This is an optimization exercise on Yosys and OpenROAD, whose aim is small area and a short achievable clock period, not a production implementation.
At most, simulation tests tie the RTL to the original design; equivalence was not proved.
No driver is modelled on the clock port, so clocking that relies on it looks cheaper here than on a real chip.
Power and IR drop assume default switching activity.

// ahb_block_port
module ahb_block_port
#(
	parameter int RCV_DEPTH = 4,
	parameter int TX_DEPTH = 4
)
(
	input logic tb_HCLK,
	input logic reset,
	input logic hsel,
	input logic [31:0] haddr,
	input logic [1:0] htrans,
	input logic hwrite,
	input logic [31:0] hwdata,
	input logic [3:0] status,
	input logic [127:0] data_in,
	input logic tx_enq,
	input logic rcv_deq,
	output logic [31:0] hrdata,
	output logic hready,
	output logic hresp,
	output logic is_encrypt_pulse,
	output logic is_decrypt_pulse,
	output logic [127:0] rcv_fifo_out,
	output logic tx_fifo_full,
	output logic tx_fifo_empty,
	output logic rcv_fifo_full,
	output logic rcv_fifo_empty
);
Settings: LEC_CHECK=0, CAP_MARGIN=20, CORE_MARGIN=2, CORE_UTILIZATION=40, SLEW_MARGIN=20; clock period 3.2 ns.
run.sh (not shown) runs the stock make flow with config.mk's settings and CLKGATE_MAP_FILE= SYNTH_SCRIPT=/design/flow/synth_recipe.tcl, a recipe that flattens the netlist after the stock synthesis.
The first run produced a clean layout.
Change:
- CORE_UTILIZATION: 40 -> 65
- PLACE_DENSITY: not set -> 0.75
- SETUP_SLACK_MARGIN: not set -> 1.3
The new run ran to the end with no violations.
Worst setup slack improved by 0.58 ns.
Clock skew decreases by 0.053 ns.
Sequential power is about the same.
Worst hold slack gets worse by 0.029 ns.
Cell count goes down by 11%.
Final area barely changes.
Synthesized cell count does not change.
Core utilization rises by 31 points.
Routed wire length drops by 3.5%.
Fmax rose by 29%.
Total power rose by 2.9%.
No run of this note included a check of the RTL's function; only the layout flow was run.

========
The RTL this note starts from:
==> flow/design.v <==
`timescale 1ns/10ps
module ahb_slave_decode
(
	input logic tb_HCLK,
	input logic reset,
	input logic hsel,
	input logic [31:0] haddr,
	input logic [1:0] htrans,
	input logic hwrite,
	input logic tx_fifo_empty,
	output logic hready,
	output logic hresp,
	output logic rd_strobe,
	output logic rd_status,
	output logic rd_tx,
	output logic tx_pop,
	output logic [3:0] hold_we,
	output logic is_encrypt_pulse,
	output logic is_decrypt_pulse
);
	logic hi_zero;
	logic is_status;
	logic is_enc;
	logic is_dec;
	logic is_block;
	logic is_tx;
	logic legal;
	logic accepted;
	logic wr_ok;
	logic dp_write;
	assign hi_zero = (haddr[31:8] == 24'd0);
	assign is_status = hi_zero && (haddr[7:2] == 6'd0);
	assign is_enc = hi_zero && (haddr[7:2] == 6'd1);
	assign is_dec = hi_zero && (haddr[7:2] == 6'd2);
	assign is_block = hi_zero && !haddr[7] && ((haddr[6:4] == 3'b001) || haddr[6]);
	assign is_tx = hi_zero && haddr[7];
	assign legal = hwrite ? (is_enc || is_dec || is_block)
		: (is_status || (is_tx && !tx_fifo_empty));
	assign accepted = hsel && htrans[1] && hready;
	assign wr_ok = accepted && hwrite;
	always_ff @(posedge tb_HCLK)
	begin
		if (reset)
		begin
			hready <= 1'b1;
			hresp <= 1'b0;
			dp_write <= 1'b0;
			hold_we <= '0;
			is_encrypt_pulse <= 1'b0;
			is_decrypt_pulse <= 1'b0;
		end
		else
		begin
			hready <= !(accepted && !legal);
			hresp <= (accepted && !legal) || !hready;
			dp_write <= wr_ok && legal;
			for (int i = 0; i < 4; i++)
				hold_we[i] <= wr_ok && is_block && (haddr[3:2] == 2'(i));
			is_encrypt_pulse <= wr_ok && is_enc;
			is_decrypt_pulse <= wr_ok && is_dec;
		end
	end
	assign rd_strobe = accepted && !hwrite && legal;
	assign rd_status = !dp_write && is_status;
	assign rd_tx = !dp_write && is_tx;
	assign tx_pop = rd_strobe && rd_tx && (haddr[3:2] == 2'd3);
endmodule
`timescale 1ns/10ps
module block_assembler
(
	input logic tb_HCLK,
	input logic reset,
	input logic [3:0] hold_we,
	input logic [31:0] hwdata,
	output logic push,
	output logic [127:0] block
);
	logic [31:0] words_q [3];
	always_ff @(posedge tb_HCLK)
	begin
		for (int i = 0; i < 3; i++)
		begin
			if (reset)
				words_q[i] <= '0;
			else if (hold_we[i])
				words_q[i] <= hwdata;
		end
	end
	assign block = {words_q[0], words_q[1], words_q[2], hwdata};
	assign push = hold_we[3];
endmodule
`timescale 1ns/10ps
module block_fifo
(
	input logic tb_HCLK,
	input logic reset,
	input logic push,
	input logic [127:0] push_data,
	input logic pop,
	input logic [1:0] word_index,
	output logic [31:0] head_word,
	output logic full,
	output logic empty
);
	logic [127:0] mem [4];
	logic [3:0] wr_sel;
	logic [3:0] rd_sel;
	logic [4:0] cnt;
	logic do_push;
	logic [4:0] cnt_if_pop;
	logic [4:0] cnt_if_no_pop;
	assign do_push = push && !full;
	assign cnt_if_pop = do_push ? cnt : {1'b0, cnt[4:1]};
	assign cnt_if_no_pop = do_push ? {cnt[3:0], 1'b0} : cnt;
	always_ff @(posedge tb_HCLK)
	begin
		for (int i = 0; i < 4; i++)
			if (do_push && wr_sel[i])
				mem[i] <= push_data;
	end
	always_ff @(posedge tb_HCLK)
	begin
		if (reset)
		begin
			wr_sel <= 4'b0001;
			rd_sel <= 4'b0001;
			cnt <= 5'b00001;
		end
		else
		begin
			if (do_push)
				wr_sel <= {wr_sel[2:0], wr_sel[3]};
			if (pop)
				rd_sel <= {rd_sel[2:0], rd_sel[3]};
			cnt <= pop ? cnt_if_pop : cnt_if_no_pop;
		end
	end
	assign full = cnt[4];
	assign empty = cnt[0];
	always_comb
	begin
		head_word = '0;
		for (int i = 0; i < 4; i++)
			for (int w = 0; w < 4; w++)
				if (rd_sel[i] && word_index == 2'(w))
					head_word = head_word | mem[i][127-32*w -: 32];
	end
endmodule
module rcv_block_fifo
(
	input logic tb_HCLK,
	input logic reset,
	input logic push,
	input logic [127:0] push_data,
	input logic pop,
	output logic [127:0] head,
	output logic full,
	output logic empty
);
	logic [127:0] ring [3];
	logic [2:0] wr_sel;
	logic [2:0] rd_sel;
	logic [4:0] cnt;
	logic one;
	logic more;
	logic do_push;
	logic do_pop;
	logic head_load;
	logic ring_write;
	logic [127:0] ring_head;
	assign one = cnt[1];
	assign more = cnt[2] || cnt[3] || cnt[4];
	assign do_push = push && !full;
	assign do_pop = pop && !empty;
	assign head_load = pop ? (do_push || more) : (empty && push);
	assign ring_write = do_push && !empty && !(one && pop);
	always_comb
	begin
		ring_head = '0;
		for (int i = 0; i < 3; i++)
			if (rd_sel[i])
				ring_head = ring_head | ring[i];
	end
	always_ff @(posedge tb_HCLK)
	begin
		if (reset)
			head <= '0;
		else if (head_load)
			head <= more ? ring_head : push_data;
	end
	always_ff @(posedge tb_HCLK)
	begin
		for (int i = 0; i < 3; i++)
			if (ring_write && wr_sel[i])
				ring[i] <= push_data;
	end
	always_ff @(posedge tb_HCLK)
	begin
		if (reset)
		begin
			wr_sel <= 3'b001;
			rd_sel <= 3'b001;
			cnt <= 5'b00001;
		end
		else
		begin
			if (ring_write)
				wr_sel <= {wr_sel[1:0], wr_sel[2]};
			if (do_pop && more)
				rd_sel <= {rd_sel[1:0], rd_sel[2]};
			if (do_push && !do_pop)
				cnt <= {cnt[3:0], 1'b0};
			else if (do_pop && !do_push)
				cnt <= {1'b0, cnt[4:1]};
		end
	end
	assign full = cnt[4];
	assign empty = cnt[0];
endmodule
`timescale 1ns/10ps
module slave_regs
(
	input logic tb_HCLK,
	input logic reset,
	input logic [3:0] status,
	input logic [31:0] tx_word,
	input logic rcv_full,
	input logic rcv_empty,
	input logic tx_full,
	input logic tx_empty,
	input logic rd_strobe,
	input logic rd_status,
	input logic rd_tx,
	output logic [31:0] hrdata
);
	logic [31:0] status_word;
	logic [31:0] rd_word;
	assign status_word = {24'd0, rcv_empty, rcv_full, tx_empty, tx_full, status};
	assign rd_word = ({32{rd_status}} & status_word) | ({32{rd_tx}} & tx_word);
	always_ff @(posedge tb_HCLK)
	begin
		if (reset)
			hrdata <= '0;
		else if (rd_strobe)
			hrdata <= rd_word;
	end
endmodule
`timescale 1ns/10ps
module ahb_block_port
#(
	parameter int RCV_DEPTH = 4,
	parameter int TX_DEPTH = 4
)
(
	input logic tb_HCLK,
	input logic reset,
	input logic hsel,
	input logic [31:0] haddr,
	input logic [1:0] htrans,
	input logic hwrite,
	input logic [31:0] hwdata,
	input logic [3:0] status,
	input logic [127:0] data_in,
	input logic tx_enq,
	input logic rcv_deq,
	output logic [31:0] hrdata,
	output logic hready,
	output logic hresp,
	output logic is_encrypt_pulse,
	output logic is_decrypt_pulse,
	output logic [127:0] rcv_fifo_out,
	output logic tx_fifo_full,
	output logic tx_fifo_empty,
	output logic rcv_fifo_full,
	output logic rcv_fifo_empty
);
	logic rd_strobe;
	logic rd_status;
	logic rd_tx;
	logic tx_pop;
	logic [3:0] hold_we;
	logic rcv_push;
	logic [127:0] rcv_block;
	logic [31:0] tx_word;
	ahb_slave_decode decode_i
	(
		.tb_HCLK(tb_HCLK),
		.reset(reset),
		.hsel(hsel),
		.haddr(haddr),
		.htrans(htrans),
		.hwrite(hwrite),
		.tx_fifo_empty(tx_fifo_empty),
		.hready(hready),
		.hresp(hresp),
		.rd_strobe(rd_strobe),
		.rd_status(rd_status),
		.rd_tx(rd_tx),
		.tx_pop(tx_pop),
		.hold_we(hold_we),
		.is_encrypt_pulse(is_encrypt_pulse),
		.is_decrypt_pulse(is_decrypt_pulse)
	);
	block_assembler assembler_i
	(
		.tb_HCLK(tb_HCLK),
		.reset(reset),
		.hold_we(hold_we),
		.hwdata(hwdata),
		.push(rcv_push),
		.block(rcv_block)
	);
	slave_regs regs_i
	(
		.tb_HCLK(tb_HCLK),
		.reset(reset),
		.status(status),
		.tx_word(tx_word),
		.rcv_full(rcv_fifo_full),
		.rcv_empty(rcv_fifo_empty),
		.tx_full(tx_fifo_full),
		.tx_empty(tx_fifo_empty),
		.rd_strobe(rd_strobe),
		.rd_status(rd_status),
		.rd_tx(rd_tx),
		.hrdata(hrdata)
	);
	rcv_block_fifo rcv_fifo_i
	(
		.tb_HCLK(tb_HCLK),
		.reset(reset),
		.push(rcv_push),
		.push_data(rcv_block),
		.pop(rcv_deq),
		.head(rcv_fifo_out),
		.full(rcv_fifo_full),
		.empty(rcv_fifo_empty)
	);
	block_fifo tx_fifo_i
	(
		.tb_HCLK(tb_HCLK),
		.reset(reset),
		.push(tx_enq),
		.push_data(data_in),
		.pop(tx_pop),
		.word_index(haddr[3:2]),
		.head_word(tx_word),
		.full(tx_fifo_full),
		.empty(tx_fifo_empty)
	);
endmodule
clock: 3.2 ns
lec_check: 0
abc_area: 1
cap_margin: 20
core_margin: 2
core_utilization: 40
cts_cluster_diameter: 150
cts_cluster_size: 25
setup_slack_margin: 1.3
slew_margin: 20
standard.sh (not shown) runs the stock make flow with config.mk's settings and CLKGATE_MAP_FILE= SYNTH_SCRIPT=/design/flow/synth_recipe.tcl, a recipe that flattens the netlist after the stock synthesis.
==> flow/flow/run.sh <==
#!/bin/bash
export POST_CTS_TCL=$(pwd)/flow/post_cts.tcl
export SKIP_CTS_REPAIR_TIMING=1
export BUFFER_PORTS_ARGS="-buffer_cell sky130_fd_sc_hd__buf_2"
bash standard.sh > standard.log 2>&1
==> flow/flow/post_cts.tcl <==
set block [ord::get_db_block]
set port_net [$block findNet tb_HCLK]
set loads [$port_net getITerms]
if {[llength $loads] == 1} {
  set root [[lindex $loads 0] getInst]
  set out_net [[$root findITerm X] getNet]
  set sinks {}
  foreach it [$out_net getITerms] {
    if {[$it getInst] ne $root} { lappend sinks $it }
  }
  if {[string match "sky130_fd_sc_hd__clkbuf*" [[$root getMaster] getName]] && [llength $sinks] <= 4} {
    puts "post_cts: removing root clock buffer [$root getName] driving [llength $sinks] pins"
    foreach it $sinks {
      $it disconnect
      $it connect $port_net
    }
    odb::dbInst_destroy $root
    odb::dbNet_destroy $out_net
  } else {
    puts "post_cts: root clock buffer kept ([llength $sinks] pins)"
  }
}
estimate_parasitics -placement
report_clock_latency
repair_timing_helper
detailed_placement
check_placement -verbose
The first run finished with timing, DRC and antenna clean.
==> next run, changes <==
--- a/flow/config.mk
+++ b/flow/config.mk
@@ -6,5 +6,4 @@
 export NUM_CORES = 4
 export LEC_CHECK = 0
-export ABC_AREA = 1
 export CAP_MARGIN = 20
 export CORE_MARGIN = 2
Non-clock buffer count rises by 47. Critical path depth decreases by 6. First-iteration DRC count climbs by a quarter to a third. Final area increases slightly. Synthesized area came out higher slightly. Die area grows slightly.
==> next run, changes <==
--- a/flow/config.mk
+++ b/flow/config.mk
@@ -11,4 +11,4 @@
 export CTS_CLUSTER_DIAMETER = 150
 export CTS_CLUSTER_SIZE = 25
-export SETUP_SLACK_MARGIN = 1.3
+export SETUP_SLACK_MARGIN = 1.5
 export SLEW_MARGIN = 20
Result: The changed run ran to the end with no violations. Cell area went up by 9.5%. Area after synthesis does not change. Fmax stays flat. Worst setup slack got worse by 0.0050 ns. Clock-buffer cell count does not change. Sequential cell count is unchanged. Core utilization grows by 4.5 points. Wire length grows by 14%.

## re-timing with driven ports
Ports are ideal in the flow. The routed layouts listed here were re-timed in OpenROAD.
Step 1 (the two cells are an assumption about what drives the block):
set clk [get_ports {tb_HCLK}]
set_driving_cell -lib_cell sky130_fd_sc_hd__clkbuf_16 $clk
set_driving_cell -lib_cell sky130_fd_sc_hd__buf_2 [delete_from_list [all_inputs] $clk]
Step 2, shift: input delay + t, output delay - t, t = (earliest + latest rising clock arrival at the registers) / 2. This alone moves slack from input paths to output paths.
Slacks: ideal / step 1 / step 2; pairs: ideal / step 1.
run | t (ns) | setup slack, ns | worst hold slack (ns) | worst setup path after step 2 | pins driven straight from the clock port
the first run of note 1 | 0.771 | 0.620 / 0.577 / -0.100 | 0.367 / 0.316 / 0.472 | input to register | 1
the second run of note 1 | 0.731 | 1.200 / 1.173 / 0.472 | 0.338 / 0.300 / 0.476 | input to register | 1
the first run of note 2 | 0.611 | 1.271 / 1.203 / 0.772 | 0.373 / 0.250 / 0.466 | input to register | 4
the second run of note 2 | 0.621 | 1.080 / 1.052 / 0.430 | 0.363 / 0.241 / 0.451 | input to register | 4
the third run of note 2 | 0.629 | 1.075 / 1.043 / 0.415 | 0.362 / 0.238 / 0.452 | input to register | 4
With both steps, setup timing fails in the first run of note 1, where it was met with ideal ports. The setup slack of the second run of note 1, which loses most, moves by -0.027 ns with the drivers and by -0.728 ns with both steps.
